This is an optimization exercise on Yosys and OpenROAD, whose aim is small area and a short achievable clock period, not a production implementation. At most, simulation tests tie the RTL to the original design; equivalence was not proved. For runs 1, 5 and 6, only the layout was checked, not whether the RTL still works. Power is estimated from default activity; no workload was simulated.

[standard.sh]
#!/bin/bash
# synth_recipe.tcl (not shown) runs the flow's synth.tcl, then flattens the netlist and writes it again
# the make line also repeats each setting of config.mk as NAME=value (left out here)
make -C /OpenROAD-flow-scripts/flow DESIGN_CONFIG=/design/flow/config.mk WORK_HOME=/design/flow/orfs CLKGATE_MAP_FILE= SYNTH_SCRIPT=/design/flow/synth_recipe.tcl "${@:-finish}"
[design.v]
module fetch_queue #(
  parameter int DEPTH = 16,
  parameter int XLEN  = 64
) (
  input  logic                     clk,
  input  logic                     rst,
  input  logic [XLEN-1:0]          in_instr1,
  input  logic [XLEN-1:0]          in_instr2,
  input  logic [XLEN-1:0]          in_instr3,
  input  logic [XLEN-1:0]          in_instr4,
  input  logic [XLEN-1:0]          in_target1,
  input  logic [XLEN-1:0]          in_target2,
  input  logic [XLEN-1:0]          in_target3,
  input  logic [XLEN-1:0]          in_target4,
  input  logic                     in_taken1,
  input  logic                     in_taken2,
  input  logic                     in_taken3,
  input  logic                     in_taken4,
  input  logic                     in_valid1,
  input  logic                     in_valid2,
  input  logic                     in_valid3,
  input  logic                     in_valid4,
  output logic                     in_ready,
  output logic                     fetch_stall,
  input  logic                     flush,
  output logic [XLEN-1:0]          out_instr1,
  output logic [XLEN-1:0]          out_instr2,
  output logic [XLEN-1:0]          out_target1,
  output logic [XLEN-1:0]          out_target2,
  output logic                     out_taken1,
  output logic                     out_taken2,
  output logic                     out_valid1,
  output logic                     out_valid2,
  input  logic                     dec_ready,
  output logic [$clog2(DEPTH):0]   count
);
  localparam int AW = $clog2(DEPTH);
  localparam int CW = AW + 1;
  localparam int EW = 2 * XLEN + 1;    
  localparam int NB = 4;               
  localparam int NR = DEPTH / NB;      
  localparam int NH = DEPTH / 2;       
  logic [CW-1:0]  r_count;
  logic           r_rdy, r_stall, r_v1, r_v2;    
  logic [DEPTH:0] r_coh;               
  logic [AW-1:0]  r_head, r_tail;
  logic [NB-1:0]  r_tb;                
  logic [NR-1:0]  r_wrow [NB];         
  logic [NH-1:0]  r_es, r_os;          
  logic           r_hodd;              
  logic [EW-1:0]  r_o1, r_o2;          
  logic [EW-1:0]  r_e [DEPTH];         
  logic [EW-1:0] w_slot [4];
  logic [3:0]    w_v;
  logic          w_rdy, w_v1, w_v2, w_v3, w_v4;   
  logic [3:0]    w_env;                
  assign w_slot[0] = {in_taken1, in_target1, in_instr1};
  assign w_slot[1] = {in_taken2, in_target2, in_instr2};
  assign w_slot[2] = {in_taken3, in_target3, in_instr3};
  assign w_slot[3] = {in_taken4, in_target4, in_instr4};
  assign w_v       = {in_valid4, in_valid3, in_valid2, in_valid1};
  assign w_rdy = |r_coh[DEPTH-4:0];
  assign w_v1  = !r_coh[0];
  assign w_v2  = !(r_coh[0] | r_coh[1]);
  assign w_v3  = !(r_coh[0] | r_coh[1] | r_coh[2]);
  assign w_v4  = !(r_coh[0] | r_coh[1] | r_coh[2] | r_coh[3]);
  assign w_env = {4{w_rdy}} & w_v;
  logic [3:0]    w_sel [NB];           
  logic [NB-1:0] w_wb;                 
  logic [EW-1:0] w_wdata [NB];
  always_comb begin
    logic [NB-1:0] x;
    for (int b = 0; b < NB; b++) begin
      for (int k = 0; k < 4; k++) begin
        for (int d = 0; d < NB; d++) x[d] = r_tb[(b - d + NB) % NB];    
        for (int j = 0; j < k; j++) x = w_v[j] ? (x >> 1) : x;
        w_sel[b][k] = w_v[k] & x[0];
      end
      w_wb[b] = w_rdy & (|w_sel[b]);
    end
  end
  for (genvar b = 0; b < NB; b++) begin : g_wd
    assign w_wdata[b] = ({EW{w_sel[b][0]}} & w_slot[0]) | ({EW{w_sel[b][1]}} & w_slot[1]) |
                        ({EW{w_sel[b][2]}} & w_slot[2]) | ({EW{w_sel[b][3]}} & w_slot[3]);
  end
  logic [EW-1:0] w_rd_even, w_rd_odd;  
  for (genvar p = 0; p < DEPTH; p++) begin : g_ent
    always_ff @(posedge clk)
      if (w_wb[p % NB] && r_wrow[p % NB][p / NB]) r_e[p] <= w_wdata[p % NB];
  end
  always_comb begin
    w_rd_even = '0;
    w_rd_odd  = '0;
    for (int i = 0; i < NH; i++) begin
      w_rd_even = w_rd_even | ({EW{r_es[i]}} & r_e[2 * i]);
      w_rd_odd  = w_rd_odd  | ({EW{r_os[i]}} & r_e[2 * i + 1]);
    end
  end
  logic       w_o1_hold, w_o1_s2, w_o1_c0;
  logic       w_o2_hold, w_o2_s3, w_o2_c0, w_o2_c1;
  logic [6:0] w_o1_sel, w_o2_sel;      
  assign w_o1_hold = !dec_ready & w_v1;
  assign w_o1_s2   = dec_ready & w_v3;
  assign w_o1_c0   = !w_o1_hold & !w_o1_s2;
  assign w_o2_hold = !dec_ready & w_v2;
  assign w_o2_s3   = dec_ready & w_v4;
  assign w_o2_c0   = dec_ready ? (w_v3 & !w_v4) : (w_v1 & !w_v2);
  assign w_o2_c1   = !w_o2_hold & !w_o2_s3 & !w_o2_c0;
  always_comb begin
    logic [1:0] x;
    for (int k = 0; k < 4; k++) begin
      x = {w_o2_c1, w_o2_c0};          
      for (int j = 0; j < k; j++) x = w_v[j] ? {1'b0, x[1]} : x;
      w_o2_sel[3 + k] = w_v[k] & x[0];
      w_o1_sel[3 + k] = w_v[k] & w_o1_c0 & ((w_v & ((4'd1 << k) - 4'd1)) == 4'd0);
    end
  end
  assign w_o1_sel[2:0] = {w_o1_s2 & r_hodd, w_o1_s2 & !r_hodd, w_o1_hold};
  assign w_o2_sel[2:0] = {w_o2_s3 & !r_hodd, w_o2_s3 & r_hodd, w_o2_hold};
  always_ff @(posedge clk) begin
    r_o1 <= ({EW{w_o1_sel[0]}} & r_o1)      | ({EW{w_o1_sel[1]}} & w_rd_even) |
            ({EW{w_o1_sel[2]}} & w_rd_odd)  | ({EW{w_o1_sel[3]}} & w_slot[0]) |
            ({EW{w_o1_sel[4]}} & w_slot[1]) | ({EW{w_o1_sel[5]}} & w_slot[2]) |
            ({EW{w_o1_sel[6]}} & w_slot[3]);
    r_o2 <= ({EW{w_o2_sel[0]}} & r_o2)      | ({EW{w_o2_sel[1]}} & w_rd_even) |
            ({EW{w_o2_sel[2]}} & w_rd_odd)  | ({EW{w_o2_sel[3]}} & w_slot[0]) |
            ({EW{w_o2_sel[4]}} & w_slot[1]) | ({EW{w_o2_sel[5]}} & w_slot[2]) |
            ({EW{w_o2_sel[6]}} & w_slot[3]);
  end
  assign {out_taken1, out_target1, out_instr1} = r_o1;
  assign {out_taken2, out_target2, out_instr2} = r_o2;
  function automatic logic [NR-1:0] row_of(input logic [AW-1:0] p);
    row_of = NR'(1) << p[AW-1:2];
  endfunction
  localparam int TW = AW + NB + NB * NR;
  logic [TW-1:0] w_tc [5];
  logic [TW-1:0] w_t_nxt;
  always_comb begin
    logic [AW-1:0] p;
    logic [NB*NR-1:0] wr;
    for (int n = 0; n < 5; n++) begin
      p = r_tail + AW'(n);
      for (int b = 0; b < NB; b++) wr[b*NR +: NR] = row_of(p + AW'(2'(2'(b) - p[1:0])));
      w_tc[n] = {p, NB'(1) << p[1:0], wr};
    end
    for (int j = 0; j < 4; j++)
      for (int n = 0; n < 4; n++)
        w_tc[n] = w_env[j] ? w_tc[n+1] : w_tc[n];
    w_t_nxt = w_tc[0];
  end
  localparam int KW = CW + 3 + DEPTH + 1;
  logic [KW-1:0] w_kc [7];
  logic [KW-1:0] w_kd [5];
  logic [KW-1:0] w_k_nxt;
  logic [2:0]    w_dsel;               
  assign w_dsel = dec_ready ? {w_v2, w_v1 & ~w_v2, ~w_v1} : 3'b001;
  always_comb begin
    logic [CW-1:0]  cc;
    logic           cr, c1, c2;
    logic [DEPTH:0] co;
    for (int e = 0; e < 7; e++) begin
      cc = '0;
      cr = 1'b0;
      c1 = 1'b0;
      c2 = 1'b0;
      co = '0;
      for (int k = 0; k <= DEPTH; k++) begin
        if (k + e - 2 >= 0 && k + e - 2 <= DEPTH) begin
          cc = cc | ({CW{r_coh[k]}} & CW'(k + e - 2));
          cr = cr | (r_coh[k] & (k + e - 2 <= DEPTH - 4));
          c1 = c1 | (r_coh[k] & (k + e - 2 >= 1));
          c2 = c2 | (r_coh[k] & (k + e - 2 >= 2));
          co[k + e - 2] = r_coh[k];
        end
      end
      w_kc[e] = {cc, cr, c1, c2, co};
    end
    for (int n = 0; n < 5; n++)
      w_kd[n] = ({KW{w_dsel[0]}} & w_kc[n + 2]) | ({KW{w_dsel[1]}} & w_kc[n + 1]) |
                ({KW{w_dsel[2]}} & w_kc[n]);
    for (int j = 0; j < 4; j++)
      for (int n = 0; n < 4; n++)
        w_kd[n] = w_env[j] ? w_kd[n+1] : w_kd[n];
    w_k_nxt = w_kd[0];
  end
  localparam int HW = AW + 2 * NH + 1;
  logic [HW-1:0] w_h_nxt;
  always_comb begin
    logic [AW-1:0] p;
    w_h_nxt = '0;
    for (int j = 0; j < 3; j++) begin
      p = r_head + AW'(j);
      w_h_nxt = w_h_nxt | ({HW{w_dsel[j]}} & {p, NH'(1) << (AW-1)'((p + AW'(3)) >> 1),
                                                 NH'(1) << (AW-1)'((p + AW'(2)) >> 1), p[0]});
    end
  end
  always_ff @(posedge clk) begin
    if (rst || flush) begin
      r_count <= '0;
      r_rdy   <= 1'b1;
      r_stall <= 1'b0;
      r_v1    <= 1'b0;
      r_v2    <= 1'b0;
      r_coh   <= (DEPTH+1)'(1);
      r_tail  <= '0;
      r_tb    <= NB'(1);
      for (int b = 0; b < NB; b++) r_wrow[b] <= NR'(1);
      r_head  <= '0;
      r_es    <= NH'(2);
      r_os    <= NH'(2);
      r_hodd  <= 1'b0;
    end else begin
      {r_count, r_rdy, r_v1, r_v2, r_coh} <= w_k_nxt;
      r_stall <= !w_k_nxt[DEPTH + 3];
      {r_tail, r_tb} <= w_t_nxt[TW-1 -: AW + NB];
      for (int b = 0; b < NB; b++) r_wrow[b] <= w_t_nxt[b*NR +: NR];
      {r_head, r_es, r_os, r_hodd} <= w_h_nxt;
    end
  end
  assign in_ready    = r_rdy;
  assign fetch_stall = r_stall;
  assign out_valid1  = r_v1;
  assign out_valid2  = r_v2;
  assign count       = r_count;
endmodule
[constraint.sdc]
create_clock -name core_clock -period 6.0 [get_ports {clk}]
set_input_delay 1.2000 -clock core_clock [delete_from_list [all_inputs] [get_ports {clk}]]
set_output_delay 1.2000 -clock core_clock [all_outputs]
set_load 0.01 [all_outputs]
[config.mk]
export PLATFORM = sky130hd
export DESIGN_NAME = fetch_queue
export DESIGN_NICKNAME = fetch_queue
export VERILOG_FILES = /design/flow/design.v
export SDC_FILE = /design/flow/constraint.sdc
export NUM_CORES = 8
export LEC_CHECK = 0
export CAP_MARGIN = 20
export CORE_MARGIN = 2
export CORE_UTILIZATION = 38
export CTS_CLUSTER_DIAMETER = 80
export CTS_CLUSTER_SIZE = 25
export PLACE_DENSITY = 0.5
export SETUP_SLACK_MARGIN = 3.5
export SLEW_MARGIN = 20
[flow/run.sh]
#!/bin/bash
# The standard layout, with plain buffers (instead of the delay-cell buffers buffer_ports
# picks by default) on the input and output ports.
set -euo pipefail
export BUFFER_PORTS_ARGS="-buffer_cell sky130_fd_sc_hd__buf_2"
bash standard.sh > standard.log 2>&1
==> reports/results.txt, run 1 <==
The run finished with no timing, DRC or antenna violations. The run gives 0 as the number of pins with negative max-slew slack in the final report. The critical path required time is 6520 ps. The tools report the critical path startpoint category as an input pin. The number of buffer and inverter stages on the critical path was 3.

Of the synthesized area, sequential elements account for 65.6%. The weighted congestion at the end of routability-driven global placement came out at 0.881. The clock latency at the later pin of the worst-skew pair is 900 ps, and the flop and latch count out of synthesis is 2391.

Via count of the first global-routing pass: 84.4k. Measured along the y axis, the die boundary spans 528 µm. The relative area change from synthesis to final layout works out to 28.5%.

The library cell used most frequently in the layout, excluding fill and tap cells, is edfxtp_1. In this design, the stage delay of the slowest critical-path cell is 460 ps. Count of maximum capacitance violations: 0. The number of nets handed over by synthesis was 8702. The worst setup path is captured at a register. The top fanout value on the critical path works out to 86. For the setup-violating endpoint count in the final report, the log shows 0.

After routing, the total negative slack on setup checks comes to 0 ps. In the detailed route, the total length drawn on met3 is 73500 µm. Port buffering added 790 buffers. In the final layout, the multi-input gates occupy 34800 µm². Worst-case vdd ir drop: 195 µV.

TritonCTS built the clock tree. The tools report the number of rows created at floorplan as 192. The worst register-to-register path ends at r_o2[75].

Reg-to-reg startpoint: r_os[1]. The width of the die was 528 µm; the clock-pin transition on the worst setup and hold timing paths was 90 ps. The count of nets left with antenna violations once routing finished came out at 0. The master cell of the clock root buffer is clkbuf_16. The worst clock skew is 88.4 ps, and the share of synthesized registers carrying an async set or reset is 0%. The tools report the number of ports placed on the die boundary as 791. For this design the ratio of total power to cell area is 305 nW/µm². Setup repair after global routing could not meet its margin everywhere.

For the finished layout, the period the worst path requires is 2790 ps. In this run the worst hold path is classified as reg2reg. Summed instance area of the synthesized netlist: 105000 µm². Detailed placement ended at an HPWL of 275000 µm. Headroom to the max-slew limit came out at 24.9%. For this run, the total global-route usage over all layers was measured as 33.9%.

For the arrival time of the worst setup path, the log shows 3300 ps. For this configuration, the core starts out at a cell density of 38.2%. The count of flip-flops with a built-in enable after synthesis came out at 2064. In the final routed layout, each cell accounts on average for 41.3 µm.

The analysis attributes to cell leakage a power of 47.0 nW. The most used cell along the critical path was buf_16. The average cell area after synthesis is 12.8 µm². The first global-routing pass estimated 675000 µm of wire.

The run gives 77 as the count of unique library cells instantiated by Yosys. In the synthesized netlist the dominant register cell turns out to be edfxtp_1. The quantity of hold-fixing buffers added after cts is 0. The worst hold endpoint was r_o1[73]. The run gives 19.6k as the initial detailed-routing violation count. The slowest stage of the critical path is the buf_8 cell. In the final design database the tool counted 9817 nets.

At the pin with the least slew margin, the transition time is 1130 ps. The kind of cell with the highest combined delay along the critical path is buffers and inverters. The first detailed-routing pass ran for 15 iterations. Dividing the detail-routed via count by the number of cells gives 7.11. The logs give 359 MHz for the peak clock frequency supported by timing and 130 for the maximum number of pins on one net before global-route repair. Start point of the worst min-delay path: r_o1[73]. The die area is 279000 µm², and the footprint of the flip-flops and latches is 69000 µm². For the post-route cell area, the log shows 134000 µm².

In the layout the commonest cells are edfxtp_1 (2064), nand2_1 (1359), a22oi_1 (1281). The routed wire length on met2 was 234000 µm. The clock passes through at most 4 buffers.

The total overflow left after global routing is 0. CTS saw 2391 sinks. Final routed wirelength across all metal layers: 535000 µm.

Dividing the final minimum period by the clock period gives 46.5%. The setup slack on the worst flop-to-flop path was 3220 ps. The worst register-to-register path has a depth of 7. For the initial antenna violation count, the log shows 20.

The highest layer used for signal routing was met5. The count of cells along the worst hold path is 2, and the deepest level of the CTS H-tree is 4. Summing over every cut layer, the via total after detailed routing is 92.1k.

The area after detailed placement is 113000 µm², and the final count of hold timing violations is 0. Yosys printed 11 warnings. The category of the critical setup timing path is in2reg.

The critical path goes through buf_16 -> and2_4 -> buf_16 -> buf_8 -> a222oi_1 -> nand2_1. In the final routing, the length of wire on met1 measures 198000 µm. In this run, CTS created clock tree buffers numbering 150.

The tools report the synthesized instance count as 8142. The region available for standard cell placement spans 274000 µm². Count of fill cells added during filler insertion: 23.5k.

The share of post-route cells with drive strength above 1 came out at 27.7%. After detailed routing, the number of remaining DRC violations is 0.
==> final cells by class <==
class	count	area share [%]
inverter	24	0.0997
timing repair inverter	2	0.0242
timing repair buffer	1702	15.5
antenna	9	0.0168
clock inverter	85	0.751
multi-input combinational	4986	25.9
sequential	2391	51.4
tap	3589	3.34
clock buffer	163	2.89
==> worst max-delay path by stage <==
stage,start,end,slack [ps],depth (start not counted)
6_report,in_valid1,r_e[14][12],3210,6
3_5_place_dp,in_valid1,r_e[3][87],1350,11
2_1_floorplan,in_valid2,r_e[11][0],2260,9
3_3_place_gp,in_valid1,r_e[3][87],1330,11
4_1_cts,r_coh[1],r_e[13][79],3310,12
5_1_grt,r_coh[1],r_tail[0],3230,12
==> per-stage QoR <==
| step | total power [mW] | util, % | hold WS [ps] | worst slack (ps) | instances |
|---|---|---|---|---|---|
| after CTS | 39.7 | 46.9 | 516 | 3310 | 12674 |
| after detailed placement | 26.8 | 41.4 | 490 | 1350 | 12000 |
| after floorplan | 23.6 | - | 545 | 2260 | 8142 |
| after global routing | 41.8 | 49.1 | 532 | 3230 | 12944 |
| after global placement | 26.7 | 41.4 | 487 | 1330 | 12000 |
| final | 40.9 | 49.1 | 517 | 3210 | 12951 |
==> state kept, by name (all words and copies together), names as in the netlist <==
register,flops
r_rdy,1
r_stall,1
r_coh,17
r_v1,1
r_v2,1
r_e,2064
r_wrow,16
r_count,4
r_tb,4
r_o2,129
r_os,8
r_tail,4
r_o1,129
r_head,4
r_es,8
==> report_power, final <==
| group | total, mW | switching (mW) | internal [mW] |
|---|---|---|---|
| Sequential | 20.5 | 0.563 | 19.9 |
| Clock | 11.5 | 6.31 | 5.19 |
| Combinational | 8.96 | 5.59 | 3.37 |
==> synthesized netlist by cell type (129+ instances only) <==
library cell  number  area, µm²
edfxtp_1        2064      62000
nand3_1          153        766
nand4_1          270       1690
nor2_1           151        567
a22o_1           129       1130
dfxtp_1          327       6550
nand2_1         1390       5220
a221o_1          132       1320
a222oi_1         647       6480
a22oi_1         1308       9820
clkbuf_1         692       2600
a221oi_1         140       1230
==> worst register-to-register path: stages, from the launching register on <==
cell and delay (ps):
dfxtp_4 480, buf_12 270, a22oi_1 690, nand4_1 360, a22o_1 350, a221oi_1 200, nand2_1 90, a221o_1 250
==> per-layer routing <==
layer / global-route usage, % / vias to the layer above
met5: 0 / -
met4: 14.6 / 12
met3: 8.42 / 1405
met2: 51.5 / 8168
met1: 46.0 / 46327
li1: - / 36175
==> what timing repair did <==
item,4_1_cts,5_1_grt
setup buffers,310,133
cloned,116,135
gates resized for setup,1049,425
setup endpoints to repair,4690,2753
pin swaps,108,167
==> cells by family (layout without fill, tap and decap cells) <==
| group | Yosys count | after routing | share of synthesized area (%) |
|---|---|---|---|
| AOI/OAI and AO/OA | 2688 | 2690 | 21.2 |
| DFF | 2391 | 2391 | 65.6 |
| and+or+nand+nor | 2133 | 2149 | 8.86 |
| buffers and inverters | 783 | 1976 | 2.88 |
| xor gates and xnor gates | 47 | 47 | 0.401 |
| other | 0 | 9 | 0 |
| adders and majority gates | 37 | 37 | 0.441 |
| muxes | 63 | 63 | 0.633 |
==> inputs of run 2 (changes only) <==
--- a/design.v
+++ b/design.v
@@ -45,3 +45,3 @@
   logic [DEPTH:0] r_coh;               
-  logic [AW-1:0]  r_head, r_tail;
+  logic [DEPTH-1:0] r_hoh, r_toh;      
   logic [NB-1:0]  r_tb;                
@@ -61,3 +61,3 @@
   assign w_v       = {in_valid4, in_valid3, in_valid2, in_valid1};
-  assign w_rdy = |r_coh[DEPTH-4:0];
+  assign w_rdy = !(|r_coh[DEPTH:DEPTH-3]);
   assign w_v1  = !r_coh[0];
@@ -131,6 +131,6 @@
   assign {out_taken2, out_target2, out_instr2} = r_o2;
-  function automatic logic [NR-1:0] row_of(input logic [AW-1:0] p);
-    row_of = NR'(1) << p[AW-1:2];
+  function automatic logic [DEPTH-1:0] rotl(input logic [DEPTH-1:0] x, input int n);
+    rotl = (x << n) | (x >> (DEPTH - n));
   endfunction
-  localparam int TW = AW + NB + NB * NR;
+  localparam int TW = DEPTH + NB + NB * NR;
   logic [TW-1:0] w_tc [5];
@@ -138,8 +138,17 @@
   always_comb begin
-    logic [AW-1:0] p;
+    logic [DEPTH-1:0] t;
+    logic [NB-1:0]    tb;
     logic [NB*NR-1:0] wr;
     for (int n = 0; n < 5; n++) begin
-      p = r_tail + AW'(n);
-      for (int b = 0; b < NB; b++) wr[b*NR +: NR] = row_of(p + AW'(2'(2'(b) - p[1:0])));
-      w_tc[n] = {p, NB'(1) << p[1:0], wr};
+      t = rotl(r_toh, n);
+      for (int j = 0; j < NB; j++) begin
+        tb[j] = 1'b0;
+        for (int r = 0; r < NR; r++) tb[j] = tb[j] | t[NB * r + j];
+      end
+      for (int b = 0; b < NB; b++)
+        for (int r = 0; r < NR; r++) begin
+          wr[b*NR + r] = 1'b0;
+          for (int d = 0; d < NB; d++) wr[b*NR + r] = wr[b*NR + r] | t[(NB * r + b - d + DEPTH) % DEPTH];
+        end
+      w_tc[n] = {t, tb, wr};
     end
@@ -185,11 +194,18 @@
   end
-  localparam int HW = AW + 2 * NH + 1;
+  localparam int HW = DEPTH + 2 * NH + 1;
   logic [HW-1:0] w_h_nxt;
   always_comb begin
-    logic [AW-1:0] p;
+    logic [DEPTH-1:0] h;
+    logic [NH-1:0]    es, os;
+    logic             ho;
     w_h_nxt = '0;
     for (int j = 0; j < 3; j++) begin
-      p = r_head + AW'(j);
-      w_h_nxt = w_h_nxt | ({HW{w_dsel[j]}} & {p, NH'(1) << (AW-1)'((p + AW'(3)) >> 1),
-                                                 NH'(1) << (AW-1)'((p + AW'(2)) >> 1), p[0]});
+      h  = rotl(r_hoh, j);
+      ho = 1'b0;
+      for (int i = 0; i < NH; i++) begin
+        es[i] = h[(2 * i - 2 + DEPTH) % DEPTH] | h[(2 * i - 3 + DEPTH) % DEPTH];
+        os[i] = h[(2 * i - 1 + DEPTH) % DEPTH] | h[(2 * i - 2 + DEPTH) % DEPTH];
+        ho    = ho | h[2 * i + 1];
+      end
+      w_h_nxt = w_h_nxt | ({HW{w_dsel[j]}} & {h, es, os, ho});
     end
@@ -204,6 +220,6 @@
       r_coh   <= (DEPTH+1)'(1);
-      r_tail  <= '0;
+      r_toh   <= DEPTH'(1);
       r_tb    <= NB'(1);
       for (int b = 0; b < NB; b++) r_wrow[b] <= NR'(1);
-      r_head  <= '0;
+      r_hoh   <= DEPTH'(1);
       r_es    <= NH'(2);
@@ -214,5 +230,5 @@
       r_stall <= !w_k_nxt[DEPTH + 3];
-      {r_tail, r_tb} <= w_t_nxt[TW-1 -: AW + NB];
+      {r_toh, r_tb} <= w_t_nxt[TW-1 -: DEPTH + NB];
       for (int b = 0; b < NB; b++) r_wrow[b] <= w_t_nxt[b*NR +: NR];
-      {r_head, r_es, r_os, r_hodd} <= w_h_nxt;
+      {r_hoh, r_es, r_os, r_hodd} <= w_h_nxt;
     end
==> run 2 against run 1 <==
- setup slack worse by 120 ps
- largest cell class unchanged
- sequential power increased by 4%
- first-iteration DRC count increased by 15%
- hold slack improved by 34 ps
- highest routed layer unchanged
- count of clock-buffer cells in the layout is 4 higher
- clock power decreased by 4%
- non-clock buffer count grew 327
- cell area up 4.9%
- via count is 3.5% higher
==> reports/results.txt, run 2 <==
The run finished with no timing, DRC or antenna violations. In the synthesized netlist, the number of instances is 7710. The critical path is of the in2reg type. The worst hold path belongs to the class reg2reg. For this run, the post-layout net count is 9642. The synthesized design contains 2416 register bits. The clock latency at the later pin of the worst-skew pair is 880 ps. Sequential cells were found to cover 66.6% of the synthesized design area.

Of all nets on the critical path, the largest fanout is 14. In this run, the number of DRC markers left after iteration 0 of detailed routing was 22.6k. Input and output buffers added on the ports amount to 790. IR analysis of the VDD net gives a maximum drop of 309 µV. The number of detailed-routing iterations run before antenna repair is 15. The library cells used most frequently in the layout, excluding fill and tap cells, are edfxtp_1 (2064), a22oi_1 (1137), a222oi_1 (648).

The clock drives 2416 sinks. Max-cap violations in this run came to 0. Slowest cell on the critical path: a222oi_1. The number of ports placed on the die boundary is 791. The clock-pin transition on the worst setup and hold timing paths was 90 ps. The startpoint identified for the worst register-to-register timing path is r_tb[1].

The number of nets in the synthesized netlist is 8234. The register with the most flip-flops in the layout has 2064 of them. In this run the horizontal extent of the chip is 526 µm.

The worst hold path begins at r_hoh[13]. The via count of the first global-routing pass is 85.2k, and the core area is 271000 µm². The master cell of the clock root buffer was clkbuf_16.

In this run, post-CTS hold repair placed 0 buffers. The logs give 47.0% for the register share of total power and 38.2% for the initial core utilization. The critical path startpoint was in_valid1. The clock network burns 24.1% of the power. Most used flip-flop cell after synthesis: edfxtp_1. The average instance in the mapped netlist occupies 13.4 µm².

The relative area change from synthesis to final layout came out at 36.0%. The tools report the remaining routing DRC violations as 0. The HPWL after detailed placement is 268000 µm.

The critical path goes through buf_16 -> and2_4 -> a21oi_4 -> nor2_4 -> o21a_4 -> buf_12 -> buf_16 -> buf_12 -> a222oi_1 -> o21ai_1. In the post-route analysis, the smallest setup slack over all paths is 3090 ps. On the worst path, the slowest cell contributes a delay of 720 ps.

Yosys mapped the design onto 69 distinct sky130hd cell types. The register with the most flip-flops is r_e. Setup repair after global routing could not meet its margin everywhere. After detailed routing, the average wire length per cell comes to 45.6 µm.

The clock arrives with 69.7 ps of skew. The floorplan step defined a die boundary enclosing 277000 µm². Counting flops with an async set or reset pin after synthesis yields a share of 0%. Slew of the pin with the lowest slew margin: 1120 ps. The via count was 95.3k; the weighted congestion at the end of routability-driven global placement was 0.855. Global routing finished with a remaining overflow of 0. The critical path startpoint category is an input pin.

The number of rows created at floorplan was 191; the sum of negative setup slack was 0 ps. Cell taking the most area after synthesis: edfxtp_1. Number of pins with negative max-slew slack in the final report: 0. Of the post-synthesis cell area, the dominant cell type holds 59.8%.

Of the total power, the share spent switching nets is 32.6%. For the remaining max-slew budget at the tightest pin, the log shows 25.0%. Final antenna-violating net count: 0. The maximum clock insertion buffer count is 3. Buffers inserted during clock tree synthesis total 138. In this run, synthesis inferred 2064 flip-flops with an integrated enable. Power spread over the standard cell area amounts to 324 nW/µm².

Yosys instantiated no cell more often than edfxtp_1. The run gives 30.8 mW as the total internal power. The global-route total usage across every layer is 36.8%. The largest registers in the layout are r_e: 2064 flops, r_o1: 129 flops, r_o2: 129 flops. In this run the static leakage power is 48.8 nW. The endpoint type of the worst setup path is a register.

Data on the critical path is required at its endpoint by 6540 ps. After detailed routing, the number of vias per cell comes to 7.44. The H-tree generated during clock tree synthesis spans 4 levels. The post-route fraction of the period consumed by the critical path is 48.4%. In the synthesized netlist, the cells that appear most often are edfxtp_1 (2064), a22oi_1 (1177), clkbuf_1 (696), a222oi_1 (648), o21ai_0 (507). The global-route wire length before repair is 716000 µm, and the peak clock frequency supported by timing is 344 MHz. The setup-violating endpoint count in the final report was 0; the count of warnings emitted by yosys was 11. TritonCTS built the clock tree. The cell area that synthesis handed to floorplanning was 104000 µm². The run gives 14.9 mW as the net switching power. The share of post-route cells with drive strength above 1 is 33.1%. After synthesis, the cell types taking the most area are edfxtp_1 (60%), a22oi_1 (8.5%), dfxtp_1 (6.8%). The tools report the initial antenna violation count as 39. At the placement stage, the worst setup path has a slack of 1170 ps.

At the worst endpoint, the arrival time is 3450 ps. Die boundary height: 526 µm. The maximum number of pins on one net before global-route repair is 85. The tools report the final count of hold timing violations as 0.

The smallest clock period supported by the final layout is computed as 2910 ps. In this run, the combinational gates consume 29.0% of the power. The library cell used most frequently in the layout, excluding fill and tap cells, is edfxtp_1. Final routed wirelength across all metal layers: 585000 µm.
==> run 2: final cells by class <==
class                   instances  area (µm²)
fillers                     22440      130000
flip-flops and latches       2416       69500
multi-input cells            4378       34200
repair buffers               2029       27500
well taps                    3570        4470
clock buffers                 167        3680
clock inverters                71         867
inverters                     154         602
diodes                         28        70.1
repair inverters                1        8.76
==> run 2: worst max-delay path: cells and delay by family <==
kind	cells	cell delay, ps
AND/OR/NAND/NOR	2	210
AO/OA/AOI/OAI	4	1410
buffers and inverters	4	540
==> run 2: metrics by stage <==
stage                     cell area [µm²]  hold WS (ps)  std cells  util, %  total power [mW]
after CTS                          131000           533      12369     48.4              43.1
after detailed placement           112000           515      11473     41.2              29.0
final                              141000           551      12814     52.0              45.7
after global placement             112000           517      11472     41.2              28.9
after floorplan                    104000           478       7710        -              25.5
after global routing               141000           570      12797     52.0              46.3
==> run 2: logic make-up (layout without fill, tap and decap cells) <==
logic type	after synthesis	after routing	synth area share, %
buffers and inverters	934	2422	3.46
XOR/XNOR	5	5	0.0495
multiplexers	95	95	0.946
AO/OA/AOI/OAI	3170	3170	23.9
other	0	28	0
flip-flops	2416	2416	66.6
AND/OR/NAND/NOR	1090	1108	5.00
==> run 2: worst paths after layout <==
| kind | end | slack, ps | depth (start not counted) |
|---|---|---|---|
| worst max-delay path | r_e[6][92] | 3090 | 10 |
| worst min-delay path | r_es[0] | 550 | 2 |
| worst max register to register | r_e[6][92] | 3170 | 9 |
| worst min register to register | r_es[0] | 550 | 2 |
==> run 2: per-layer routing <==
layer / vias to the layer above / part of all wire, % / global-route usage (%)
met4: 30 / 8.2 / 20.9
met2: 9703 / 42 / 54.3
li1: 35970 / - / -
met1: 47735 / 34 / 47.6
met5: - / 0.075 / 0.225
met3: 1869 / 16 / 11.6
==> run 2: repair_timing <==
| item | CTS | global route |
|---|---|---|
| pin swaps | 135 | 316 |
| resized for setup | 1527 | 878 |
| setup buffers | 415 | 231 |
| endpoints found under the setup margin | 4710 | 4519 |
| cloned | 243 | 186 |
==> run 2: power groups by stage <==
| stage | Clock (mW) | Sequential (mW) | Combinational (mW) |
|---|---|---|---|
| CTS | 10.9 | 21.4 | 10.8 |
| global route | 11.5 | 21.6 | 13.3 |
| global placement | 0 | 21.6 | 7.22 |
| detailed placement | 0 | 21.7 | 7.33 |
| floorplan | 0 | 21.7 | 3.80 |
| finish | 11.0 | 21.4 | 13.2 |
==> inputs of run 3 (changes only) <==
--- a/config.mk
+++ b/config.mk
@@ -15 +15,2 @@
 export SLEW_MARGIN = 20
+export TNS_END_PERCENT = 0
==> run 3 against run 2 <==
- clock skew fell by 14 ps
- total power fell by 9.0%
- combinational power shrank 32%
- largest cell class unchanged
==> reports/results.txt, run 3 <==
The mapped netlist covers 104000 µm². The path class of the tightest hold or removal check is reg2reg. The internal portion of the total power is 28.5 mW. Setup slack closes at 3050 ps. The clock-pin transition on the worst setup and hold timing paths came out at 90 ps. Of the total power, combinational logic draws 21.5%. Setup slack after placement: 735 ps.

On the worst path, the slowest cell contributes a delay of 800 ps. The run gives 0 as the setup-violating endpoint count in the final report. The die is 526 µm tall.

The count of warnings emitted by yosys was 11; the final routed wirelength across all metal layers was 494000 µm. edfxtp_1 takes more of the synthesized area than any other cell. Together, buffers and inverters on the worst path number 4.

In this run the number of cells on the critical path is 11. Entering global routing, the biggest net connects 130 pins. The flip-flop count of the largest register, all copies and words added is 2064. Setup slack on the worst reg-to-reg path comes out at 3100 ps. For this configuration, the core starts out at a cell density of 38.2%. The run finished with no timing, DRC or antenna violations.

Reg-to-reg startpoint: r_tb[3]. In the routed design, unresolved DRC markers number 0. The logs give 13.1 mW for the net switching power and 8234 for the total nets after synthesis.

The share of synthesized registers carrying an async set or reset is 0%, and the count of unique library cells instantiated by Yosys is 69. The register with the most flip-flops is r_e. The largest registers in the layout are r_e: 2064 flops, r_o1: 129 flops, r_o2: 129 flops. The floorplan has 191 rows. The number of ports placed on the die boundary is 791. The cell sitting at the root of the clock tree is a clkbuf_16.

The critical path goes through buf_16 -> and2_4 -> a21oi_4 -> nor2_4 -> o21bai_4 -> and2_4 -> o21ai_4 -> buf_12 -> buf_4 -> buf_12 -> o21ai_0. Headroom to the max-slew limit came out at 24.7%. Counting instances, the worst hold path has a depth of 2.

Initial antenna violation count: 29. For the global-route total usage across every layer, the log shows 34.1%. For the die area, the log shows 277000 µm². After layout, the worst path uses 49.2% of the clock period. Yosys instantiated no cell more often than edfxtp_1.

Most used flip-flop cell after synthesis: edfxtp_1. For the worst-case vdd ir drop, the log shows 284 µV. The tools report the critical path startpoint category as an input pin. The top cell types in the final layout, fill and taps aside, are edfxtp_1 (2064), a22oi_1 (1175), buf_2 (784). The via count of the first global-routing pass was 82.4k; the number of detailed-routing iterations run before antenna repair was 14.

Of the total power, the share spent switching nets is 31.4%. At the end of routability-driven placement, the weighted congestion stood at 0.856. Measured on the finished design, the core utilization comes to 44.8%. The share of Yosys cell area claimed by the top area cell type is 59.8%, and the power per cell area is 343 nW/µm². Clock tree synthesis inserted a total of 140 buffers. The global-route wire length before repair is 671000 µm, and the maximum clock insertion buffer count is 3. After synthesis, the mean cell area works out to 13.4 µm².

In the routed layout, each cell is associated on average with a via count of 7.25. The critical path starts at in_valid1. Most common library cell in the layout ignoring fill and taps: edfxtp_1. The critical path is of the in2reg type. Dividing the detail-routed wire length by the instance count gives 41.3 µm.

Final critical delay including setup and external delays: 2950 ps. The tools report the capture point of the worst path as r_e[6][55]. The post-route netlist has 19.0% of its cells at a drive strength greater than 1. The synthesized design contains 2064 enable-type register cells.

Total power for the finished layout comes to 41.6 mW. Setup repair after global routing could not meet its margin everywhere. Top fanout value on the critical path: 32. Synthesis handed over a netlist of 7710 instances. The static leakage power is 40.6 nW. Counting the fill cells in the layout gives 24.4k.

Grouping stages by cell kind, the critical path spends the most delay in compound AO/OA/AOI/OAI gates. The slowest stage of the critical path is the o21ai_0 cell. The total number of clock tree sinks was 2416. In the post-synthesis netlist, the biggest area contributors are edfxtp_1 (60%), a22oi_1 (8.5%), dfxtp_1 (6.8%). The core area is 271000 µm², and the worst clock skew is 55.2 ps. Hold repair after CTS inserted 0 buffers. The final count of hold timing violations is 0, and the final antenna-violating net count is 0. Summing the sequential cell areas from Yosys gives 66.6% of the chip area.

For the worst-skew pair, the clock arrives at the later sink with an insertion delay of 860 ps. Number of pins with negative max-slew slack in the final report: 0. TritonCTS built the clock tree. End of the worst register-to-register path: r_e[6][55].

The register share of total power was 51.3%. The critical path required time was 6520 ps. The width of the die came out at 526 µm. Sorting the synthesized cells by how often they occur yields edfxtp_1 (2064), a22oi_1 (1177), clkbuf_1 (696), a222oi_1 (648), o21ai_0 (507). The cell count of the worst reg-to-reg path came out at 10. The port buffer count came out at 790. The relative area change from synthesis to final layout was 17.2%; the count of nets after finishing was 8794. Synthesis inferred 2416 register bits.

The worst setup path is captured at a register. At the pin with the least slew margin, the transition time is 1130 ps. The via count was 86.7k. The arrival time of the worst setup path came out at 3480 ps.

Max-cap violations in this run came to 0. The initial detailed-routing violation count was 18.3k; the clock share of power was 27.3%. Sum of negative setup slack: 0 ps. CTS built an H-tree with a depth of 4.

After legalization and detailed placement, the total HPWL measured 263000 µm. The total grt overflow came out at 0. Timing would allow up to 338 MHz.
==> run 3: layout make-up <==
cell class              count  area [µm²]  share of cell area [%]
diodes                     14        35.0                  0.0289
clock buffers             170        3840                    3.16
clock inverters            76         993                   0.818
inverters                 154         602                   0.496
multi-input cells        4372       31900                    26.3
flip-flops and latches   2416       69100                    57.0
well taps                3570        4470                    3.68
repair buffers           1185       10400                    8.59
repair inverters            1        8.76                 0.00721
==> run 3: logic make-up (layout without fill, tap and decap cells) <==
family	after synthesis	in the layout	share of synthesized area, %
AO/OA/AOI/OAI	3170	3171	23.9
XOR/XNOR	5	5	0.0495
buffers and inverters	934	1586	3.46
flip-flops	2416	2416	66.6
multiplexers	95	95	0.946
other	0	14	0
AND/OR/NAND/NOR	1090	1101	5.00
==> run 3: how the worst min path moves through the flow <==
stage,startpoint,endpoint
after floorplan,r_hoh[13],r_es[0]
after global placement,r_hoh[13],r_es[0]
after detailed placement,r_hoh[13],r_es[0]
after CTS,in_target4[35],r_o1[99]
after global routing,in_target4[62],r_o2[126]
final,r_hoh[13],r_es[0]
==> run 3: repair_timing <==
item,4_1_cts,5_1_grt
setup endpoints to repair,4726,4700
pin swaps,60,5
gates resized for setup,339,10
buffers inserted,148,10
cloned,75,2
==> run 3: metrics by stage <==
stage	cell area [µm²]	std cells	hold slack, ps
floorplan	104000	7710	478
global placement	112000	11461	546
detailed placement	112000	11463	549
CTS	121000	11932	534
global route	121000	11946	571
finish	121000	11958	542
==> run 3: power groups by stage <==
stage / Combinational, mW / Clock (mW) / Sequential [mW]
after CTS: 8.63 / 11.4 / 21.3
after detailed placement: 7.41 / 0 / 21.7
after floorplan: 3.79 / 0 / 21.7
after global routing: 9.20 / 12.0 / 21.4
final: 8.94 / 11.3 / 21.3
after global placement: 7.31 / 0 / 21.6
==> run 3: metal layers <==
metal | GRT usage [%] | vias up | part of all wire, %
li1 | - | 34011 | -
met1 | 45.7 | 44235 | 38
met2 | 52.1 | 7407 | 44
met3 | 8.95 | 1033 | 13
met4 | 15.1 | 20 | 4.8
met5 | 0.0173 | - | 0.026
==> run 3: tightest hold or removal path, delay by kind of cell, from the launching register on <==
kind | cells | cell delay, ps
buffers and inverters | 1 | 90
AOI/OAI and AO/OA | 1 | 70
DFF | 1 | 350
==> inputs of run 4 (changes only) <==
==> flow/run.sh (replaced) <==
#!/bin/bash
# The standard layout, with two changes:
#  - plain buffers (instead of the delay-cell buffers buffer_ports picks by default) on the
#    input and output ports;
#  - sky130_fd_sc_hd__a222oi_1 (three series p-transistors, no stronger size to upsize to)
#    added to the platform's don't-use list, so synthesis maps the wide and-or muxes to
#    faster cells.
set -euo pipefail
export BUFFER_PORTS_ARGS="-buffer_cell sky130_fd_sc_hd__buf_2"
platform_dont_use=$(sed -n '/^export DONT_USE_CELLS/,/^#/p' "$FLOW_HOME/platforms/sky130hd/config.mk" \
  | grep -o 'sky130_fd_sc_hd__[a-z0-9_]*' | tr '\n' ' ')
bash standard.sh "DONT_USE_CELLS=sky130_fd_sc_hd__a222oi_1 $platform_dont_use" finish > standard.log 2>&1
--- a/config.mk
+++ b/config.mk
@@ -13,3 +13,3 @@
 export PLACE_DENSITY = 0.5
-export SETUP_SLACK_MARGIN = 3.5
+export SETUP_SLACK_MARGIN = 3.8
 export SLEW_MARGIN = 20
==> run 4 against run 3 <==
- still clean on timing, DRC and antenna
- die area increased by 1.8%
- setup slack improved by 86 ps
- clock power increased by 4%
- routed wire length increased by 1.2%
- critical path depth decreased by 4
- first-iteration DRC count decreased by 21%
- sequential power increased by 2%
- critical path type is now reg2reg
==> reports/results.txt, run 4 <==
The logs give 44.9% for the post-route core utilization and 0 for the quantity of hold-fixing buffers added after cts. The clock-pin transition on the worst setup and hold timing paths is 90 ps, and the largest incremental delay on the critical path is 540 ps. Number of detailed-routing iterations run before antenna repair: 6. The total nets after synthesis was 8214; the post-route fraction of the period consumed by the critical path was 47.8%. The master cell of the clock root buffer is clkbuf_16. Data on the critical path is required at its endpoint by 6770 ps. Global routing used 32.8% of the available tracks across all layers.

The die boundary height works out to 531 µm. The power per cell area is 351 nW/µm², and the sequential cell area fraction in the yosys report is 65.4%. For the sum of negative setup slack, the log shows 0 ps.

In the final layout, the registers with the most flip-flops are r_e: 2064 flops, r_o1: 129 flops, r_o2: 129 flops. The completed layout was analyzed and its total power is 43.6 mW. Yosys mapped a number of flops with a built-in enable equal to 2064.

The average cell area after synthesis is 13.7 µm², and the flip-flop count of the largest register, all copies and words added is 2064. The width of the die was 531 µm; the remaining max-slew budget at the tightest pin was 29.9%. The tools report the clock latency at the later pin of the worst-skew pair as 910 ps. The run finished with no timing, DRC or antenna violations.

For the maximum clock insertion buffer count, the log shows 4. Slowest cell on the critical path: dfxtp_4. Counting cells, the worst reg-to-reg path comes to 7. Of the post-synthesis cell area, the dominant cell type holds 58.8%. Relative to the synthesized area, the layout overhead comes to 17.6%. For the final routed wirelength across all metal layers, the log shows 500000 µm. For this run the aggregate overflow at the end of global routing stands at 0. Input and output buffers added on the ports amount to 790. Clock tree synthesis found a total of 2416 sinks. Yosys printed 11 warnings. Summed over all nets, the half-perimeter wirelength after detailed placement is 271000 µm.

At the pin with the least slew margin, the transition time is 1050 ps. The number of buffers created by CTS was 155; the core area was 276000 µm². At the end of the flow, the number of nets in the layout was 8868. Sorting the synthesized cells by area gives the leading types as edfxtp_1 (59%), a22oi_1 (9.3%), a221o_1 (7.4%). Category of the critical setup timing path: reg2reg. The cell type group with the largest total delay on the critical path was compound AO/OA/AOI/OAI gates.

The tools report the deepest level of the CTS H-tree as 4. The summed instance area of the synthesized netlist was 105000 µm²; the via count was 87.1k. The share of the synthesized area in compound gates (AO/OA/AOI/OAI) is 25.1%, and the peak clock frequency supported by timing is 349 MHz. Setup violations remaining at the end of the flow were counted as 0. The initial antenna violation count came out at 21. TritonCTS built the clock tree. The static leakage power is 42.3 nW, and the xor/xnor cell area share of the yosys netlist is 0.0569%. Leaving out fill and tap cells, the most frequent cells in the layout are edfxtp_1 (2064), a22oi_1 (1306), buf_2 (784). Across the VDD grid, the largest voltage drop is 202 µV. The run gives 0 as the number of pins with negative max-slew slack in the final report. Once routing completed, OpenROAD measured the worst setup slack at 3130 ps. The portion of synthesized area spent on multiplexers is 0.941%.

The number of buffer and inverter stages on the critical path is 1, and the maximum number of pins on one net before global-route repair is 97. The die covers 282000 µm². Final critical delay including setup and external delays: 2870 ps. Counting buffers and inverters, the worst setup path is 7 cells deep. The initialized floorplan defines 193 standard-cell rows.

Of all nets on the critical path, the largest fanout is 45. More flip-flops sit in one register than any other, and that register is r_e. The detail route stage leaves a number of antenna-violating nets equal to 0. The final count of hold timing violations was 0. The signal on the critical path passes through buf_6 -> a22oi_1 -> nand4_1 -> a22oi_1 -> nand2_1 -> a221o_1 -> a221o_1. After synthesis the netlist holds a flip-flop and latch count of 2416. edfxtp_1 is the most common cell in the netlist. Count of maximum capacitance violations: 0.

Using the TritonRoute via totals, the vias-per-cell ratio works out to 7.16. Routability-driven placement finished with a final weighted congestion of 0.840. After synthesis, the most frequently instantiated cells are edfxtp_1 (2064), a22oi_1 (1308), a221o_1 (775), clkbuf_1 (659), a22o_1 (645).

The initial utilization of the core area, before any placement, comes to 38.2%. Combinational family with the most area after synthesis: compound AO/OA/AOI/OAI gates. The class of the most critical hold timing path was reg2reg. The tools report the synthesized instance count as 7690.

The library cell used most frequently in the layout, excluding fill and tap cells, is edfxtp_1. The critical path startpoint category was a register. Clock skew on the completed layout was measured at 80.8 ps. The share of post-route cells with drive strength above 1 works out to 20.2%. The remaining routing DRC violations was 0. Setup repair after global routing could not meet its margin everywhere. The most used flip-flop cell after synthesis is edfxtp_1. After Yosys synthesis, full adders, half adders and majority gates account for 0% of the synthesized area. Global-route wire length before repair: 656000 µm. Counting flops with an async set or reset pin after synthesis yields a share of 0%. The run gives 81.5k as the via count of the first global-routing pass. The cell taking the most area after synthesis was edfxtp_1. The tools report the endpoint type of the worst setup path as a register. In the final routed layout, each cell accounts on average for 41.1 µm. OpenSTA, run right after detailed placement, puts the worst setup slack at 973 ps. The count of cells along the worst hold path is 2. Summing the areas of all and, or, nand and nor instances in the mapped netlist gives 5.49% of the synthesized area. STA puts the critical path data arrival time at 3640 ps.

For the initial detailed-routing violation count, the log shows 14.4k. The count of unique library cells instantiated by Yosys was 72; the number of ports placed on the die boundary was 791.
-- run 4: cell count changes after synthesis, sizes merged, moves of 12 or more --
cell    delta
clkbuf    -37
a22o     +516
o211a     +12
inv      -143
buf       +39
a222oi   -648
o21ai    -522
a311oi    -16
a22oi    +131
nand3    +122
a221o    +515
nor2      -18
-- run 4: timing repair --
| action | 4_1_cts | 5_1_grt |
|---|---|---|
| gates cloned | 53 | 47 |
| resized for setup | 251 | 126 |
| buffers inserted | 116 | 93 |
| setup endpoints to repair | 4728 | 4716 |
| pin swaps | 36 | 63 |
-- run 4: area by class of cell --
| type | instances | area (µm²) |
|---|---|---|
| multi-input cells | 4500 | 34200 |
| clock inverters | 88 | 1110 |
| repair buffers | 1260 | 10900 |
| flip-flops and latches | 2416 | 69100 |
| well taps | 3705 | 4640 |
| fillers | 24795 | 152000 |
| diodes | 11 | 27.5 |
| inverters | 11 | 61.3 |
| clock buffers | 171 | 4010 |
-- run 4: worst paths after layout --
| check | start | end | slack [ps] |
|---|---|---|---|
| setup reg to reg | r_es[7] | r_o2[97] | 3130 |
| setup / recovery | r_es[7] | r_o2[97] | 3130 |
| hold / removal | r_hoh[13] | r_es[0] | 570 |
| hold reg to reg | r_hoh[13] | r_es[0] | 570 |
-- run 4: worst min-delay path, delay by kind of cell (launching register included) --
kind,cells,cell delay (ps)
flip-flops,1,350
buffers and inverters,1,80
AO/OA/AOI/OAI,1,100
-- run 4: layer usage --
layer  track usage [%]  part of all wire [%]  up-vias
li1                  -                     -    34191
met5             0.120                 0.062        -
met4              11.1                   3.8       10
met1              45.6                    39    45060
met3              7.97                    13      942
met2              50.1                    44     6900
-- run 4: power by group --
group | internal (mW) | switching (mW) | total (mW)
clock network | 5.38 | 6.46 | 11.8
registers | 20.9 | 0.784 | 21.7
logic | 3.28 | 6.75 | 10.0
-- run 4: kinds of logic after synthesis --
kind of cell | count (synthesis)
xor+xnor | 6
compound gates | 3176
simple gates | 1203
buf+inv | 793
flops | 2416
mux | 96
-- run 4: per-stage QoR --
step / instances / hold WS (ps) / instance area (µm²)
global placement: 11583 / 540 / 113000
detailed placement: 11583 / 547 / 113000
floorplan: 7690 / 478 / 106000
CTS: 12011 / 545 / 122000
finish: 12162 / 571 / 124000
global route: 12156 / 589 / 124000
==> inputs of run 5 (changes only) <==
--- a/design.v
+++ b/design.v
@@ -82,4 +82,9 @@
   for (genvar b = 0; b < NB; b++) begin : g_wd
-    assign w_wdata[b] = ({EW{w_sel[b][0]}} & w_slot[0]) | ({EW{w_sel[b][1]}} & w_slot[1]) |
-                        ({EW{w_sel[b][2]}} & w_slot[2]) | ({EW{w_sel[b][3]}} & w_slot[3]);
+    for (genvar i = 0; i < EW; i++) begin : g_bit
+      fetch_queue_andor #(.N(4)) u_mux (
+        .sel(w_sel[b]),
+        .d  ({w_slot[3][i], w_slot[2][i], w_slot[1][i], w_slot[0][i]}),
+        .y  (w_wdata[b][i])
+      );
+    end
   end
@@ -90,9 +95,10 @@
   end
-  always_comb begin
-    w_rd_even = '0;
-    w_rd_odd  = '0;
-    for (int i = 0; i < NH; i++) begin
-      w_rd_even = w_rd_even | ({EW{r_es[i]}} & r_e[2 * i]);
-      w_rd_odd  = w_rd_odd  | ({EW{r_os[i]}} & r_e[2 * i + 1]);
-    end
+  for (genvar i = 0; i < EW; i++) begin : g_rd
+    logic [NH-1:0] de, dod;
+    for (genvar k = 0; k < NH; k++) begin : g_k
+      assign de[k]  = r_e[2 * k][i];
+      assign dod[k] = r_e[2 * k + 1][i];
+    end
+    fetch_queue_andor #(.N(NH)) u_even (.sel(r_es), .d(de),  .y(w_rd_even[i]));
+    fetch_queue_andor #(.N(NH)) u_odd  (.sel(r_os), .d(dod), .y(w_rd_odd[i]));
   end
@@ -119,11 +125,18 @@
   assign w_o2_sel[2:0] = {w_o2_s3 & !r_hodd, w_o2_s3 & r_hodd, w_o2_hold};
+  logic [EW-1:0] w_o1_nxt, w_o2_nxt;
+  for (genvar i = 0; i < EW; i++) begin : g_o
+    fetch_queue_andor #(.N(7)) u_o1 (
+      .sel(w_o1_sel),
+      .d  ({w_slot[3][i], w_slot[2][i], w_slot[1][i], w_slot[0][i], w_rd_odd[i], w_rd_even[i], r_o1[i]}),
+      .y  (w_o1_nxt[i])
+    );
+    fetch_queue_andor #(.N(7)) u_o2 (
+      .sel(w_o2_sel),
+      .d  ({w_slot[3][i], w_slot[2][i], w_slot[1][i], w_slot[0][i], w_rd_odd[i], w_rd_even[i], r_o2[i]}),
+      .y  (w_o2_nxt[i])
+    );
+  end
   always_ff @(posedge clk) begin
-    r_o1 <= ({EW{w_o1_sel[0]}} & r_o1)      | ({EW{w_o1_sel[1]}} & w_rd_even) |
-            ({EW{w_o1_sel[2]}} & w_rd_odd)  | ({EW{w_o1_sel[3]}} & w_slot[0]) |
-            ({EW{w_o1_sel[4]}} & w_slot[1]) | ({EW{w_o1_sel[5]}} & w_slot[2]) |
-            ({EW{w_o1_sel[6]}} & w_slot[3]);
-    r_o2 <= ({EW{w_o2_sel[0]}} & r_o2)      | ({EW{w_o2_sel[1]}} & w_rd_even) |
-            ({EW{w_o2_sel[2]}} & w_rd_odd)  | ({EW{w_o2_sel[3]}} & w_slot[0]) |
-            ({EW{w_o2_sel[4]}} & w_slot[1]) | ({EW{w_o2_sel[5]}} & w_slot[2]) |
-            ({EW{w_o2_sel[6]}} & w_slot[3]);
+    r_o1 <= w_o1_nxt;
+    r_o2 <= w_o2_nxt;
   end
@@ -241 +254,10 @@
 endmodule
+module fetch_queue_andor #(
+  parameter int N = 4
+) (
+  input  logic [N-1:0] sel,
+  input  logic [N-1:0] d,
+  output logic         y
+);
+  assign y = |(sel & d);
+endmodule
--- a/config.mk
+++ b/config.mk
@@ -15,2 +15,3 @@
 export SLEW_MARGIN = 20
+export SYNTH_HIERARCHICAL = 1
 export TNS_END_PERCENT = 0
==> run 5 against run 4 <==
- cell count rose by 2.0%
- cell area fell by 3.1%
- synthesized area fell by 2.8%
- routed wire length fell by 7.3%
- critical endpoint is now r_e[13][110]
- hold slack worse by 64 ps
- highest routed layer unchanged
- still clean
- first-iteration DRC count fell by 11%
- sequential cell count is the same
==> reports/results.txt, run 5 <==
791 I/O pins were placed. The post-route fraction of the period consumed by the critical path came out at 49.4%. The tree built by TritonCTS fans out to 2416 sinks. No sink is reached through more buffers than the 3 on the longest clock path. The critical path goes through buf_6 -> mux2i_4 -> nand2b_4 -> o21ai_1 -> and2_4 -> buf_12 -> a22oi_1 -> nand2_1. The first global-routing pass estimated 639000 µm of wire. The share of synthesized area in the top cell type comes to 60.5%. Among all flip-flop cells after synthesis, the most frequent one is edfxtp_1. The tools report the synthesized instance count as 7575. In this run the tightest slew margin relative to its limit is 17.1%. Tracing the worst setup path back leads to its startpoint at in_valid1. The count of nets after finishing came out at 9239. The port buffer count is 790. Yosys printed 26 warnings. In this run the worst path has a maximum fanout of 129. The via count of the first global-routing pass is 82.7k. The number of nets handed over by synthesis was 8099. Average cell area after synthesis: 13.5 µm². Setup repair after global routing could not meet its margin everywhere. By area the synthesized netlist is led by edfxtp_1 (60%), a22oi_1 (21%), dfxtp_1 (6.9%).

Detailed routing inserted a total of 86.2k vias. The flip-flop count of the largest register, all copies and words added is 2064. Cell type group with the largest total delay on the critical path: buffers and inverters. The logs give 0 for the count of maximum capacitance violations and 38.2% for the initial core utilization. In the synthesized netlist the async set-or-reset flop fraction comes to 0%. The arrival time of the worst setup path was 3600 ps.

After floorplanning, the core was sized to cover 268000 µm². Cells fill 44.8% of the core in the end. Most frequent cell after synthesis: a22oi_1. The die boundary height works out to 523 µm. The remaining routing DRC violations is 0, and the number of buffer and inverter stages on the critical path is 2. For the worst-skew pair, the clock arrives at the later sink with an insertion delay of 870 ps.

On the final layout, the worst hold slack is 507 ps. Yosys mapped a number of flops with a built-in enable equal to 2064. Clock-pin transition on the worst setup and hold timing paths: 100 ps.

The initial detailed-routing violation count was 12.8k. The number of stages on the worst setup path works out to 8. In this design, the stage delay of the slowest critical-path cell is 780 ps. The quantity of hold-fixing buffers added after cts was 0; the die area was 274000 µm².

The width of the die was 523 µm. The first detailed-routing pass ran for 9 iterations. The number of cells on the worst reg-to-reg path is 8. In the final layout, the registers with the most flip-flops are r_e: 2064 flops, r_o1: 129 flops, r_o2: 129 flops.

The total grt overflow was 0. The register with the most flip-flops was r_e. The mapped netlist covers 102000 µm². TritonCTS built the clock tree. The number of buffers created by CTS came out at 146. The number of pins with negative max-slew slack in the final report was 0; the static leakage power was 40.5 nW. Relative to the synthesized area, the layout overhead comes to 17.2%. The global-route total usage across every layer was 32.6%. Sorting the synthesized cells by how often they occur yields a22oi_1 (2850), edfxtp_1 (2064), nand2_1 (852), nand4_1 (521), dfxtp_1 (352). The tools report the sequential cell area fraction in the yosys report as 67.4%. Entering global routing, the biggest net connects 130 pins. At the pin with the least slew margin, the transition time is 1240 ps.

Of the cells placed in the final design, the portion with a size suffix greater than 1 is 17.2%. The flop and latch count out of synthesis was 2416. In this run the critical register-to-register path is captured at r_rdy. VDD sags by at most 300 µV.

In this run the worst setup path terminates at r_e[13][110]. Dividing total power by cell area gives a power density of 345 nW/µm². STA puts the critical path data required time at 6640 ps. The library cell used most frequently in the layout, excluding fill and tap cells, is a22oi_1.

Setup violations remaining at the end of the flow were counted as 0. The filler cells instantiated in the layout total 24.5k. The master cell of the clock root buffer is clkbuf_16. The floorplan has 190 rows. The run gives 0 as the final antenna-violating net count. The run finished with no timing, DRC or antenna violations. The category of the critical setup timing path was in2reg. For the initial antenna violation count, the log shows 54. STA classifies the critical path startpoint as an input pin.

The congestion estimate from routability-driven global placement came to 0.879. Final count of hold timing violations: 0. The min-delay analysis places its worst path in the category reg2reg. For the footprint of the flip-flops and latches, the log shows 69100 µm². The tools report the reg-to-reg startpoint as r_coh[0]. The tools report the total power of the final layout as 41.4 mW. For this block, the routed nets add up to 464000 µm of wire. The clock tree synthesis step divided the H-tree into 4 levels.

In the final layout, the multi-input gates occupy 33600 µm². In the final routed layout, each cell accounts on average for 37.4 µm. The library cells used most frequently in the layout, excluding fill and tap cells, are a22oi_1 (2850), edfxtp_1 (2064), nand2_1 (844). The setup slack on the worst flop-to-flop path was 3110 ps. The average via count per standard cell came out at 6.95. Slowest cell on the critical path: buf_12. For the placed wire-length estimate, the log shows 265000 µm. The logs give 57.1 ps for the worst clock skew and 338 MHz for the peak clock frequency supported by timing. For the finished layout, the period the worst path requires is 2960 ps. The cell taking the most area after synthesis was edfxtp_1. Yosys mapped the design onto 72 distinct sky130hd cell types. The worst setup path is captured at a register.
[run 5: how the worst min path moves through the flow]
stage | start | to | slack, ps | depth (start not counted)
floorplan | r_hoh[15] | r_es[1] | 500 | 2
global placement | r_o1[58] | r_o1[58] | 490 | 2
detailed placement | r_o2[41] | r_o2[41] | 490 | 2
CTS | r_o2[41] | r_o2[41] | 510 | 2
global route | r_o2[33] | r_o2[33] | 530 | 2
finish | r_o2[41] | r_o2[41] | 510 | 2
[run 5: worst reg2reg max path, cell delays in order, from the launching register on]
cell,delay [ps]
dfxtp_1,340
buf_12,170
or4_4,550
or4_4,540
o31ai_4,320
o21ai_2,100
a211oi_2,200
or3b_1,390
and3_1,180
[run 5: cells by family after synthesis]
| kind of cell | Yosys count | synth area share [%] |
|---|---|---|
| AO/OA/AOI/OAI | 3220 | 23.2 |
| XOR/XNOR | 2 | 0.0171 |
| flip-flops | 2416 | 67.4 |
| AND/OR/NAND/NOR | 1705 | 7.99 |
| multiplexers | 88 | 0.881 |
| buffers and inverters | 144 | 0.552 |
[run 5: metal layers]
metal | routed length [µm] | vias to the layer above | global-route usage (%)
met5 | 101 | - | 0
met2 | 209000 | 6128 | 50.4
met4 | 22000 | 16 | 14.4
met3 | 50000 | 1014 | 7.27
met1 | 183000 | 44095 | 43.8
li1 | - | 34987 | -
[run 5: cell type report]
cell class                 instances  area share [%]
antenna                           31          0.0646
clock buffer                     169            3.17
clock inverter                    90            1.02
inverter                          19          0.0781
multi-input combinational       5032            27.9
sequential                      2416            57.5
tap                             3552            3.70
timing repair buffer            1100            6.51
[run 5: power breakdown]
part | total (mW) | internal (mW) | switching [mW]
logic | 8.42 | 2.33 | 6.09
clock network | 11.5 | 5.10 | 6.37
registers | 21.5 | 20.8 | 0.713
total | 41.4 | 28.2 | 13.2
[run 5: per-stage QoR]
stage                     cell area [µm²]  cells   TNS, ps  setup WS, ps
after floorplan                    103000   7575  -1847390         -1130
after detailed placement           113000  12010         0          1510
after CTS                          120000  12366         0          3170
after global placement             113000  12008         0          1580
after global routing               120000  12401         0          3050
final                              120000  12409         0          3040
[run 5: timing repair]
action,CTS,global route
pin swaps,28,6
resized for setup,114,27
cloned,20,2
setup endpoints to repair,4742,4737
setup buffers,77,10
==> inputs of run 6 (changes only) <==
--- a/config.mk
+++ b/config.mk
@@ -9,6 +9,6 @@
 export CORE_MARGIN = 2
-export CORE_UTILIZATION = 38
+export CORE_UTILIZATION = 50
 export CTS_CLUSTER_DIAMETER = 80
 export CTS_CLUSTER_SIZE = 25
-export PLACE_DENSITY = 0.5
+export PLACE_DENSITY = 0.62
 export SETUP_SLACK_MARGIN = 3.8
==> run 6 against run 5 <==
- still clean on timing, DRC and antenna
- hold slack better by 8.7 ps
- register-to-register slack worse by 60 ps
- sequential power hardly changed
- core utilization is 13 points higher
- sequential cell count stayed put
- die area is 24% lower
- sequential share of layout area is 0.67 points higher
- critical endpoint is now r_e[13][59]
- largest power group unchanged
==> reports/results.txt, run 6 <==
The number of cells on the worst reg-to-reg path is 5. In the global route stage, overall resource usage came out at 41.5%. Combinational cells account for 21.2% of the total power. The routed length per instance is 39.8 µm, and the share of synthesized registers carrying an async set or reset is 0%. The die boundary height was 457 µm. The library cell used most frequently in the layout, excluding fill and tap cells, is a22oi_1.

Setup repair after global routing could not meet its margin everywhere. Summing internal, switching and leakage power gives 40.6 mW. Before CTS, the worst setup slack after placement is 1070 ps. The maximum number of pins on one net before global-route repair is 130, and the total number of clock tree sinks is 2416.

The summed instance area of the synthesized netlist is 102000 µm². In the synthesized netlist the dominant register cell turns out to be edfxtp_1. Synthesis produced 7575 cells.

The clock passes through at most 3 buffers. The final non-filler cell total was 11.5k. TritonCTS built the clock tree. The run finished with no timing, DRC or antenna violations. The first routing iteration left 15.9k violations. Setup violations remaining at the end of the flow were counted as 0. The tightest min-delay check is of the reg2reg type.

Sorting the synthesized cells by area gives the leading types as edfxtp_1 (60%), a22oi_1 (21%), dfxtp_1 (6.9%). The critical path required time is 6570 ps, and the worst clock skew is 36.6 ps. The flop and latch count out of synthesis is 2416, and the total internal power is 27.9 mW.

IR analysis of the VDD net gives a maximum drop of 311 µV. After synthesis, the most frequently instantiated cells are a22oi_1 (2850), edfxtp_1 (2064), nand2_1 (852), nand4_1 (521), dfxtp_1 (352). For the count of unique library cells instantiated by Yosys, the log shows 72. The initial core utilization was 50.2%; the share of Yosys cell area claimed by the top area cell type was 60.5%. After layout, the worst path uses 50.2% of the clock period. The placed wire-length estimate was 235000 µm; the total grt overflow was 0. In this run the tightest slew margin relative to its limit is 19.5%. The analysis attributes to cell leakage a power of 40.2 nW.

Count of warnings emitted by yosys: 26. The port buffer count is 790, and the remaining routing DRC violations is 0. Final count of hold timing violations: 0. The critical path startpoint category is an input pin.

The most frequent cell after synthesis was a22oi_1. The power per cell area was 342 nW/µm²; the clock latency at the later pin of the worst-skew pair was 860 ps. The share of total power dissipated in sequential elements is 53.0%. Dividing the detail-routed via count by the number of cells gives 7.81. Counting every net in the synthesized netlist gives 8099. The detail route stage leaves a number of antenna-violating nets equal to 0. Net switching is 31.5% of the power. In this run the clock root is driven by a clkbuf_16. More flip-flops sit in one register than any other, and that register is r_e. CTS built an H-tree with a depth of 4. The number of detailed-routing iterations run before antenna repair is 9, and the initial antenna violation count is 72. Setup total negative slack on the finished layout was measured at 0 ps. The core region is 204000 µm².

For the number of pins with negative max-slew slack in the final report, the log shows 0. The average cell area after synthesis was 13.5 µm²; the count of nets after finishing was 9193. Yosys mapped a number of flops with a built-in enable equal to 2064.

The global-route wire length before repair was 625000 µm. The biggest area contributor in the post-synthesis netlist is edfxtp_1. In this run the worst path has a maximum fanout of 48. The tools report the peak clock frequency supported by timing as 332 MHz.

The setup slack of the critical path after layout came out at 2990 ps. The worst setup path is of the in2reg kind. STA classifies the critical path endpoint as a register. The number of clock buffers added by TritonCTS is 132.

The weighted congestion at the end of routability-driven global placement is 0.923. The share of total power dissipated in the clock network is 25.8%. The relative area change from synthesis to final layout is 15.9%.

Data on the critical path arrives at its endpoint at 3590 ps. The worst hold path was traced through 2 stages. Including well taps, the total number of placed cells is 11.1k. After clock tree synthesis, the clock-pin slew on the worst setup and hold paths is 90 ps. The initialized floorplan defines 166 standard-cell rows.

The via count of the first global-routing pass is 85.7k, and the final routed wirelength across all metal layers is 458000 µm. The detailed router placed 89.8k vias in this run. Max-cap violations in this run came to 0. The flip-flop count of the largest register, all copies and words added was 2064; the net switching power was 12.8 mW. The slew of the pin with the lowest slew margin works out to 1210 ps. The top cell types in the final layout, fill and taps aside, are a22oi_1 (2840), edfxtp_1 (2064), nand2_1 (847).

The floorplan step defined a die boundary enclosing 209000 µm². The share of the Yosys chip area taken by registers is 67.4%. The final critical delay including setup and external delays was 3010 ps. Cells with a size suffix above 1 make up 16.7% of the layout.

The die is 457 µm wide. 791 I/O pins were placed. In the final layout, the registers with the most flip-flops are r_e: 2064 flops, r_o1: 129 flops, r_o2: 129 flops.
-- run 6: cell counts after synthesis --
No cell type changed its count.
-- run 6: through the flow --
| stage | util (%) | cell area (µm²) | hold WS, ps |
|---|---|---|---|
| 2_1_floorplan | - | 103000 | 495 |
| 3_3_place_gp | 54.7 | 112000 | 485 |
| 3_5_place_dp | 54.7 | 112000 | 491 |
| 4_1_cts | 57.7 | 118000 | 513 |
| 5_1_grt | 58.1 | 119000 | 534 |
| 6_report | 58.2 | 119000 | 515 |
-- run 6: worst paths after layout --
kind | endpoint | slack [ps] | start
worst max register to register | r_e[7][89] | 3050 | r_tb[3]
worst min register to register | r_o1[34] | 520 | r_o1[34]
worst min-delay path | r_o1[34] | 520 | r_o1[34]
worst max-delay path | r_e[13][59] | 2990 | in_valid1
-- run 6: area by class of cell --
type                            instances  area [µm²]
Fill cell                           16228       85400
Sequential cell                      2416       69100
Multi-Input combinational cell       5033       33600
Timing Repair Buffer                 1067        8060
Clock buffer                          160        3570
Tap cell                             2688        3360
Clock inverter                         67         793
Antenna cell                           56         140
Inverter                               19         110
-- run 6: timing repair --
action                                 4_1_cts  5_1_grt
pin swaps                                   34       16
endpoints found under the hold margin        0        0
hold buffers                                 0        0
cloned                                      36       11
resized for setup                          148       48
setup endpoints to repair                 4735     4718
setup buffers                               78       25
-- run 6: kinds of logic after synthesis --
group	share of synthesized area, %
AOI/OAI and AO/OA	23.2
xor gates and xnor gates	0.0171
buffers and inverters	0.552
DFF	67.4
muxes	0.881
and+or+nand+nor	7.99
-- run 6: power by group through the flow --
stage	registers (mW)	logic [mW]	clock network, mW
CTS	21.5	8.02	10.5
global route	21.7	8.80	11.1
floorplan	21.9	3.69	0
global placement	21.8	7.30	0
finish	21.5	8.60	10.5
detailed placement	21.9	7.44	0
-- run 6: per-layer routing --
| metal | routed length [µm] | global-route usage [%] |
|---|---|---|
| met2 | 201000 | 62.8 |
| met4 | 33400 | 25.2 |
| met1 | 157000 | 52.6 |
| met3 | 66600 | 12.6 |
| met5 | 338 | 0 |
-- run 6: worst max-delay path, cell delays in order --
cell and delay (ps):
buf_16 140, mux2i_2 320, nand2b_4 240, o21ai_4 110
mux2i_2 230, nor2_4 100, buf_16 220, buf_12 390
a22oi_1 230, nand2_1 140

[what the ideal ports hide]
How much do the figures lean on ideal ports? The routed layouts below were timed once more, with nothing changed but the port constraints.
Step 1: set_driving_cell puts a clkbuf_16 on clk and a buf_2 on each other input, an assumption about the parent block.
Step 2 also shifts input and output timing later by t, the mid clock arrival at the registers, as if the neighbouring blocks saw the same clock.
a / b / c = no drivers / after step 1 / after step 2; a / b = the first two.
run	t, ns	setup WS [ns]	worst hold slack (ns)	worst setup path at the end	clock arrival spread, ns
run 1	0.974	3.212 / 3.180 / 2.206	0.517 / 0.517 / 0.517	input to register	0.088 / 0.089
run 2	0.954	3.094 / 3.069 / 2.115	0.551 / 0.503 / 0.551	input to register	0.070 / 0.070
run 3	0.943	3.045 / 2.969 / 2.026	0.542 / 0.517 / 0.542	input to register	0.066 / 0.066
run 4	0.978	3.131 / 3.131 / 2.226	0.571 / 0.517 / 0.571	input to register	0.090 / 0.091
run 5	0.952	3.038 / 3.061 / 2.163	0.507 / 0.507 / 0.507	input to register	0.058 / 0.058
run 6	0.936	2.988 / 2.931 / 1.995	0.515 / 0.515 / 0.515	input to register	0.044 / 0.044
After both steps setup and hold are still met in every run listed. For run 3, which loses most, drivers alone change the setup slack by -0.076 ns; drivers and shift together by -1.019 ns.
